Source: an optimization exercise on an open RTL-to-GDS flow (aim: small area). Production flows keep margins and buffers that such runs may drop.
The RTL was checked by simulation tests, not by an equivalence proof against the original design.
Power figures rest on the tool's default switching activity, not on a simulated workload.

## run A
Design processor, start of the top module:
module processor #(
	parameter mipsPkg::word_t resetPc   = '0,
	parameter mipsPkg::word_t stackInit = 32'h0000_4000
) (
	input  logic           clk,
	input  logic           reset,
	output mipsPkg::word_t pc,
	input  mipsPkg::word_t instruction,
	output logic           memWrite,
	output mipsPkg::word_t memAddr,
	output mipsPkg::word_t memWriteData,
	input  mipsPkg::word_t memReadData
);
Size in the first run: about 3500 cells after synthesis, ~1000 flip-flops, roughly 160 I/O pins, ~0.049 mm2 of cells after synthesis.
Settings: LEC_CHECK=0, CAP_MARGIN=20, CORE_MARGIN=2, CORE_UTILIZATION=40, GPL_TIMING_DRIVEN=0, SETUP_SLACK_MARGIN=0.2, SLEW_MARGIN=20, SYNTH_HIERARCHICAL=1; clock period 10.0 ns.
standard.sh (not shown) runs the stock make flow with config.mk's settings and CLKGATE_MAP_FILE= SYNTH_SCRIPT=/design/flow/synth_recipe.tcl, a recipe that flattens the netlist after the stock synthesis.
==> flow/flow/run.sh <==
#!/bin/bash
set -euo pipefail
bash standard.sh synth > synth.log 2>&1
bash standard.sh \
  "BUFFER_PORTS_ARGS=-buffer_cell sky130_fd_sc_hd__buf_1" \
  "CTS_ARGS=-sink_clustering_enable -repair_clock_nets -dont_use_dummy_load -sink_clustering_size 22 -sink_clustering_max_diameter 90 -buf_list sky130_fd_sc_hd__clkbuf_16" \
  finish > layout.log 2>&1
#### Input delta (run B over run A)
- putting CTS_BUF_LIST at sky130_fd_sc_hd__clkbuf_16 where nothing was set
- putting CTS_CLUSTER_SIZE at 18 where nothing was set
- putting CTS_CLUSTER_DIAMETER at 80 where nothing was set
==> flow/run.sh (new file) <==
#!/bin/bash
# synth_recipe.tcl (not shown) runs the flow's synth.tcl, then flattens the netlist and writes it again
# the make line also repeats each setting of config.mk as NAME=value (left out here)
make -C /OpenROAD-flow-scripts/flow DESIGN_CONFIG=/design/flow/config.mk WORK_HOME=/design/flow/orfs CLKGATE_MAP_FILE= SYNTH_SCRIPT=/design/flow/synth_recipe.tcl finish
removed: flow/flow/run.sh
removed: flow/standard.sh
Notes after the runs:
- Clock-cell share of area, run B and run A: higher on run B
- Run B reports its launching element of the worst setup path as instruction[23] while run A reports instruction[17].
- The routed wire length was comparable across run B and run A.
- Summary — total power of the final layout, run B relative to run A: higher, by about 6%.
- In the flow results for run B and run A, the switching power as a share of total power is smaller on run B.
- Run B vs run A: critical path depth down
- Against run A, run B comes in 6.9 ps lower on clock skew.
- [compare] base=run A new=run B: mux share of post-synthesis cell area about even; post-cts gate resize count rose about 160%.
- Compared with run A, in run B final hold slack now sits lower, delay contributed by the slowest stage of the critical path went down.
- Worst-case setup margin in the final layout (higher): run B
### run B -> run C
- removing CTS_BUF_LIST (formerly sky130_fd_sc_hd__clkbuf_16)
- removing CTS_CLUSTER_DIAMETER (formerly 80)
- removing CTS_CLUSTER_SIZE (formerly 18)
==> flow/flow/run.sh (new file) <==
#!/bin/bash
set -euo pipefail
bash standard.sh synth > synth.log 2>&1
bash standard.sh \
  "BUFFER_PORTS_ARGS=-buffer_cell sky130_fd_sc_hd__buf_1" \
  "CTS_ARGS=-sink_clustering_enable -repair_clock_nets -dont_use_dummy_load -sink_clustering_size 18 -sink_clustering_max_diameter 80 -buf_list sky130_fd_sc_hd__clkbuf_16" \
  finish > layout.log 2>&1
==> flow/standard.sh (new file) <==
#!/bin/bash
# synth_recipe.tcl (not shown) runs the flow's synth.tcl, then flattens the netlist and writes it again
# the make line also repeats each setting of config.mk as NAME=value (left out here)
make -C /OpenROAD-flow-scripts/flow DESIGN_CONFIG=/design/flow/config.mk WORK_HOME=/design/flow/orfs CLKGATE_MAP_FILE= SYNTH_SCRIPT=/design/flow/synth_recipe.tcl "${@:-finish}"
removed: flow/run.sh
- Number of buffers created by CTS: run B vs run C identical
- In the metrics for run B and run C, the one carrying the lower global routing usage on met2 is run B.
- sky130_fd_sc_hd__a222oi_1 as the cell type of the slowest stage on the worst timing path was reported by run B, and sky130_fd_sc_hd__or3_1 by run C.
- In terms of routed wire length, run B and run C differ only marginally.
- In the flow results for run B and run C, the total length of routed met3 wires is smaller on run C.
- Register share of the cell area: run C higher than run B
Relative to run C, the following input files were edited for run D:
- changing CORE_UTILIZATION from 40 to 46
==> comparison <==
The final layout from run D, which completed every stage, passed the timing, DRC and antenna checks at the end of the flow. Re number of standard cells in the final layout excluding fillers: run D is about 4% down on run C. The post-route clock period utilization reported for run D is smaller than that of run C by 0.57 points. Run C → run D: count of buffers not belonging to the clock network in the layout moved up; wire length of the first global-routing pass saw a decrease; number of setup buffers added after CTS went up 6.

re-timing with driven ports:
The results above use ideal ports. As a check the final layouts listed here were re-extracted and re-timed, cells and wires unchanged. Step 1 assumes that a clkbuf_16 drives the clock port and a buf_2 every other input. Step 2, shift: input delay + t, output delay - t, t = (earliest + latest rising clock arrival at the registers) / 2. This alone moves slack from input paths to output paths. Three values: ideal, step 1, step 2; two values: the first two.
run	t, ns	setup WS [ns]	worst data-port slew with drivers (ns)
run A	0.730	0.200 / 0.094 / -0.315	0.18
run B	0.717	0.220 / 0.189 / -0.290	0.07
run C	0.716	0.158 / 0.063 / -0.314	0.18
run D	0.702	0.215 / 0.132 / -0.317	0.16
Met with ideal ports but missed after step 2: setup timing in every run listed. For run D, which loses most, drivers alone change the setup slack by -0.083 ns; drivers and shift together by -0.532 ns.
